This design comes from an exercise in tuning for small area, a short achievable clock period and few clock cycles on the open sky130 flow, not from production work.

==> inputs of amber <==
==> flow/design.v (excerpt) <==
module rational_arithmetic_unit #(
  parameter int OPERAND_WIDTH = 32
) (
  input  logic               clk,
  input  logic               rst,
  input  logic               in_valid,
  output logic               in_stall,
  input  logic [1:0]         action,
  input  logic signed [31:0] first_num,
  input  logic signed [31:0] first_den,
  input  logic signed [31:0] second_num,
  input  logic signed [31:0] second_den,
  output logic               out_valid,
  input  logic               out_stall,
  output logic signed [63:0] out_num,
  output logic signed [63:0] out_den,
  output logic               is_equal,
  output logic               status
);
  logic        take, full, pq_eq, pq_eqv;
  logic [63:0] p, q;
  rau_ctrl u_ctrl (.clk, .rst, .in_valid, .in_stall, .action, .first_num,
    .first_den, .second_num, .second_den, .take, .full, .pq_eq, .pq_eqv, .p, .q);
  rau_datapath u_dp (.clk, .rst, .full, .pq_eq, .pq_eqv, .p, .q, .take,
    .out_valid, .out_stall, .out_num, .out_den, .is_equal, .status);
endmodule
==> flow/config.mk <==
export PLATFORM = sky130hd
export DESIGN_NAME = rational_arithmetic_unit
export DESIGN_NICKNAME = rational_arithmetic_unit
export VERILOG_FILES = /design/flow/design.v
export SDC_FILE = /design/flow/constraint.sdc
export NUM_CORES = 4
export LEC_CHECK = 0
export CAP_MARGIN = 20
export CORE_MARGIN = 2
export CORE_UTILIZATION = 40
export SLEW_MARGIN = 20
==> flow/constraint.sdc <==
create_clock -name core_clock -period 11.0 [get_ports {clk}]
set_input_delay 2.2000 -clock core_clock [delete_from_list [all_inputs] [get_ports {clk}]]
set_output_delay 2.2000 -clock core_clock [all_outputs]
set_load 0.01 [all_outputs]
standard.sh (not shown) runs the stock make flow with config.mk's settings and CLKGATE_MAP_FILE= SYNTH_SCRIPT=/design/flow/synth_recipe.tcl, a recipe that flattens the netlist after the stock synthesis.
==> flow/flow/run.sh <==
#!/bin/bash
# Standard layout, with the timing repair aimed below the clock period.
set -euo pipefail
bash standard.sh finish SETUP_SLACK_MARGIN=6.5 > flow_orfs.log 2>&1
==> raven: changes against amber <==
--- a/flow/design.v
+++ b/flow/design.v
@@ -2,43 +2,12 @@
 package rau_pkg;
   localparam logic [1:0] ACT_REDUCE = 2'd0;
   localparam logic [1:0] ACT_ADD    = 2'd1;
   localparam logic [1:0] ACT_MUL    = 2'd2;
   localparam logic [1:0] ACT_EQUAL  = 2'd3;
 endpackage
-module rau_add #(
-  parameter int W = 64
-) (
-  input  logic [W-1:0] a,
-  input  logic [W-1:0] b,
-  input  logic         cin,
-  output logic [W-1:0] s,
-  output logic         cout
-);
-  localparam int L = $clog2(W);
-  logic [W-1:0] g [0:L];
-  logic [W-1:0] p [0:L];
-  logic [W-1:0] p0;
-  assign p0 = a ^ b;
-  assign g[0] = {a[W-1:1] & b[W-1:1], (a[0] & b[0]) | (p0[0] & cin)};
-  assign p[0] = p0;
-  for (genvar l = 0; l < L; l++) begin : g_lv
-    for (genvar i = 0; i < W; i++) begin : g_bit
-      if (((i >> l) & 1) != 0) begin : g_node
-        localparam int J = ((i >> l) << l) - 1;
-        assign g[l+1][i] = g[l][i] | (p[l][i] & g[l][J]);
-        assign p[l+1][i] = p[l][i] & p[l][J];
-      end else begin : g_pass
-        assign g[l+1][i] = g[l][i];
-        assign p[l+1][i] = p[l][i];
-      end
-    end
-  end
-  assign s = p0 ^ {g[L][W-2:0], cin};
-  assign cout = g[L][W-1];
-endmodule
 `timescale 1ns / 1ps
 module rau_ctrl (
   input  logic               clk,
   input  logic               rst,
   input  logic               in_valid,
   output logic               in_stall,
@@ -51,92 +20,104 @@
   output logic               full,       
   output logic               pq_eq,      
   output logic               pq_eqv,     
   output logic [63:0]        p,
   output logic [63:0]        q
 );
-  logic        ready, busy, last, is_add;
-  logic [31:0] oa, ob, oc;      
+  logic        ofull, busy, run, last;
+  logic [1:0]  oact;
+  logic [31:0] oa, ob, oc, od;
   logic [3:0]  cnt;
-  logic        pbit, qbit;      
+  logic [2:0]  da, dc, dq;      
   logic [35:0] p_hi;
   logic [31:0] p_lo;
   logic [34:0] q_hi;
   logic [31:0] q_lo;
-  assign in_stall = !ready;
+  assign in_stall = ofull;
   assign p = {p_hi[31:0], p_lo};
   assign q = {q_hi[31:0], q_lo};
-  wire accept = in_valid && ready;
-  wire prod_in = (action == rau_pkg::ACT_ADD) || (action == rau_pkg::ACT_MUL);
+  wire accept = in_valid && !ofull;
+  wire prod = (oact == rau_pkg::ACT_ADD) || (oact == rau_pkg::ACT_MUL);
+  wire start = ofull && !busy && (!full || take);
+  wire [3:0] nxt = busy ? cnt + 4'd1 : 4'd0;
+  wire add_now = (oact == rau_pkg::ACT_ADD);
+  function automatic logic [2:0] bdig(input logic [31:0] y, input logic [3:0] j);
+    logic [32:0] ye;
+    ye = {y, 1'b0};
+    bdig = {ye[{1'b0, j, 1'b0} + 6'd2], ye[{1'b0, j, 1'b0} + 6'd1], ye[{1'b0, j, 1'b0}]};
+  endfunction
   function automatic logic [35:0] bpp(input logic [31:0] x, input logic [2:0] b);
     logic [35:0] xe, m;
     logic one, two, neg;
     xe = {{4{x[31]}}, x};
     one = b[1] ^ b[0];
     two = (b == 3'b100) || (b == 3'b011);
     neg = b[2] && !(b == 3'b111);
     m = one ? xe : (two ? {xe[34:0], 1'b0} : 36'd0);
     bpp = m ^ {36{neg}};
   endfunction
-  wire [2:0] pd = {p_lo[1:0], pbit};
-  wire [2:0] qd = {q_lo[1:0], qbit};
-  wire [2:0] da = is_add ? qd : pd;
-  wire [2:0] dc = is_add ? pd : 3'b000;
   wire na = da[2] && !(da == 3'b111);
   wire nc = dc[2] && !(dc == 3'b111);
-  wire nq = qd[2] && !(qd == 3'b111);
+  wire nq = dq[2] && !(dq == 3'b111);
   wire [35:0] ta = bpp(oa, da);
   wire [35:0] tc = bpp(oc, dc);
-  wire [35:0] tb = bpp(ob, qd);
-  wire [35:0] cs_s = p_hi ^ ta ^ tc;
-  wire [35:0] cs_c = {(p_hi[34:0] & ta[34:0]) | (p_hi[34:0] & tc[34:0]) | (ta[34:0] & tc[34:0]), na};
-  wire [35:0] psum;
-  wire [34:0] qsum;
-  rau_add #(.W(36)) u_p (.a(cs_s), .b(cs_c), .cin(nc), .s(psum), .cout());
-  rau_add #(.W(35)) u_q (.a(q_hi), .b(tb[34:0]), .cin(nq), .s(qsum), .cout());
-  wire full_n = (full && !take) || (accept && !prod_in) || (busy && last);
-  wire busy_n = (busy && !last) || (accept && prod_in);
+  wire [35:0] tb = bpp(ob, dq);
+  wire [35:0] pacc = run ? p_hi : 36'd0;
+  wire [34:0] qacc = run ? q_hi : 35'd0;
+  wire [35:0] psum = pacc + ta + tc + {34'd0, na & nc, na ^ nc};
+  wire [34:0] qsum = qacc + tb[34:0] + {34'd0, nq};
   always_ff @(posedge clk) begin
     if (rst) begin
-      ready <= 1'b1;
+      ofull <= 1'b0;
       busy <= 1'b0;
       full <= 1'b0;
     end else begin
-      ready <= !busy_n && !full_n;
-      busy <= busy_n;
-      full <= full_n;
+      if (take) full <= 1'b0;
+      if (accept) ofull <= 1'b1;
+      if (start) begin
+        if (prod) begin
+          busy <= 1'b1;
+        end else begin
+          ofull <= 1'b0;
+          full <= 1'b1;
+        end
+      end else if (busy && last) begin
+        busy <= 1'b0;
+        ofull <= 1'b0;
+        full <= 1'b1;
+      end
     end
   end
   always_ff @(posedge clk) begin
     if (accept) begin
-      is_add <= (action == rau_pkg::ACT_ADD);
-      pq_eq <= (action == rau_pkg::ACT_EQUAL);
-      pq_eqv <= (first_num == second_num) && (first_den == second_den);
+      oact <= action;
       oa <= first_num;
       ob <= first_den;
       oc <= second_num;
+      od <= second_den;
+    end
+    da <= bdig(add_now ? od : oc, nxt);
+    dc <= add_now ? bdig(ob, nxt) : 3'b000;
+    dq <= bdig(od, nxt);
+    if (start) begin
       cnt <= 4'd0;
+      run <= 1'b0;
       last <= 1'b0;
-      pbit <= 1'b0;
-      qbit <= 1'b0;
-      if (prod_in) begin
-        p_hi <= 36'd0;
-        p_lo <= (action == rau_pkg::ACT_ADD) ? first_den : second_num;
-        q_hi <= 35'd0;
-        q_lo <= second_den;
-      end else begin
-        p_hi <= {{4{first_num[31]}}, {32{first_num[31]}}};
-        p_lo <= first_num;
-        q_hi <= {{3{first_den[31]}}, {32{first_den[31]}}};
-        q_lo <= first_den;
-      end
+      pq_eq <= (oact == rau_pkg::ACT_EQUAL);
+      pq_eqv <= (oa == oc) && (ob == od);
     end else if (busy) begin
+      run <= 1'b1;
       cnt <= cnt + 4'd1;
       last <= (cnt == 4'd14);
-      pbit <= p_lo[1];
-      qbit <= q_lo[1];
+    end
+    if (start) begin
+      p_hi <= {{4{oa[31]}}, {32{oa[31]}}};
+      p_lo <= oa;
+      q_hi <= {{3{ob[31]}}, {32{ob[31]}}};
+      q_lo <= ob;
+    end else if (busy) begin
       p_hi <= {{2{psum[35]}}, psum[35:2]};
       p_lo <= {psum[1:0], p_lo[31:2]};
       q_hi <= {{2{qsum[34]}}, qsum[34:2]};
       q_lo <= {qsum[1:0], q_lo[31:2]};
     end
   end
@@ -166,21 +147,23 @@
   assign out_num = yb[63:0];
   assign out_den = xb[63:0];
   assign take = full && (!busy || (done && !out_stall));
   wire [63:0] pm = p[63] ? (64'd0 - p) : p;
   wire [63:0] qm = q[63] ? (64'd0 - q) : q;
   wire zz = (p == 64'd0) && (q == 64'd0);
-  wire [63:0] d1;
-  wire c1, c2, c4;
-  wire [64:0] xs, ys;
-  rau_add #(.W(64)) u_d1 (.a(ra), .b(~rb), .cin(1'b1), .s(d1), .cout(c1));
-  rau_add #(.W(65)) u_c2 (.a({1'b0, ra}), .b(~{rb, 1'b0}), .cin(1'b1), .s(), .cout(c2));
-  rau_add #(.W(66)) u_c4 (.a({2'b0, ra}), .b(~{rb, 2'b0}), .cin(1'b1), .s(), .cout(c4));
-  rau_add #(.W(65)) u_xs (.a(xa), .b(xb ^ {65{mode}}), .cin(mode), .s(xs), .cout());
-  rau_add #(.W(65)) u_ys (.a(ya), .b(yb ^ {65{mode}}), .cin(mode), .s(ys), .cout());
-  wire [63:0] ra_n = c1 ? d1 : ra;
+  wire [64:0] d1 = {1'b0, ra} - {1'b0, rb};
+  wire [65:0] d2 = {2'b0, ra} - {1'b0, rb, 1'b0};
+  wire c1 = !d1[64];
+  wire c2 = !d2[65];
+  wire [66:0] d4 = {3'b0, ra} - {1'b0, rb, 2'b0};
+  wire c4 = !d4[66];
+  wire [65:0] xs1 = {xa, 1'b1} + {xb ^ {65{mode}}, mode};
+  wire [65:0] ys1 = {ya, 1'b1} + {yb ^ {65{mode}}, mode};
+  wire [64:0] xs = xs1[65:1];
+  wire [64:0] ys = ys1[65:1];
+  wire [63:0] ra_n = c1 ? d1[63:0] : ra;
   wire [64:0] xa_n = c1 ? xs : xa;
   wire [64:0] ya_n = c1 ? ys : ya;
   wire shift_up = up && c2;
   wire shift_two = up && c4;
   wire swap = !shift_up && (s == 6'd0);
   wire rem_zero = c1 ? (ra == rb) : (ra == 64'd0);
==> yarrow: changes against amber <==
==> flow/run.sh (new file) <==
#!/bin/bash
# synth_recipe.tcl (not shown) runs the flow's synth.tcl, then flattens the netlist and writes it again
# the make line also repeats each setting of config.mk as NAME=value (left out here)
make -C /OpenROAD-flow-scripts/flow DESIGN_CONFIG=/design/flow/config.mk WORK_HOME=/design/flow/orfs CLKGATE_MAP_FILE= SYNTH_SCRIPT=/design/flow/synth_recipe.tcl finish
Settings changed: SETUP_SLACK_MARGIN from default to 5.
removed: flow/flow/run.sh
removed: flow/standard.sh
==> notes <==
Between amber and raven, the lower register-to-register slack is in raven (gap 0.07 ns).
In raven the setup slack is better than in yarrow, by 0.65 ns.
Routed wire length, highest first: raven, amber, yarrow.
Of amber and raven, raven has the higher synthesized area (gap 11%, measured against raven).
In raven the die area is larger than in yarrow, by 12%.
==> figures <==
metric                                            raven       amber      yarrow
Status                         timing/DRC/antenna clean  timing/DRC/antenna clean  timing/DRC/antenna clean
Placeable core region                        149400 µm²  133500 µm²  133500 µm²
Worst Slack Setup Final                        5.793 ns    5.866 ns    5.145 ns
CP arrival                                      5.65 ns     5.57 ns     6.29 ns
Multi-input logic portion of the cell area       57.66%      54.46%      56.49%
Clock buffers and inverters, area share          3.881%      4.219%      4.501%
Synth warnings                                        2          17          17
Max-slew headroom at the worst pin               13.03%      23.17%      23.15%
DIE HEIGHT                                     391.4 µm    370.5 µm    370.5 µm
Required arrival time at the worst endpoint    11.44 ns    11.43 ns    11.44 ns
No functional check of the RTL was part of any run of this note.

[what the ideal ports hide]
Ports are ideal in the flow. The routed layouts listed here were re-timed in OpenROAD.
Step 1, drivers: a clkbuf_16 drives clk and a buf_2 each remaining input, both assumed.
Step 2, shift: input delay + t, output delay - t, t = (earliest + latest rising clock arrival at the registers) / 2. This alone moves slack from input paths to output paths.
Slacks: ideal / step 1 / step 2; pairs: ideal / step 1.
| run | t (ns) | slack for setup (ns) | worst hold slack (ns) | clock arrival spread, ns |
|---|---|---|---|---|
| amber | 0.791 | 5.866 / 5.866 / 5.752 | 0.481 / 0.481 / 0.481 | 0.028 / 0.028 |
| raven | 0.798 | 5.793 / 5.793 / 5.793 | 0.474 / 0.474 / 0.474 | 0.041 / 0.041 |
| yarrow | 0.770 | 5.145 / 5.145 / 4.550 | 0.471 / 0.471 / 0.471 | 0.034 / 0.034 |
After both steps setup and hold are still met in every run listed. For yarrow, which loses most, drivers alone change the setup slack by 0.000 ns; drivers and shift together by -0.595 ns.
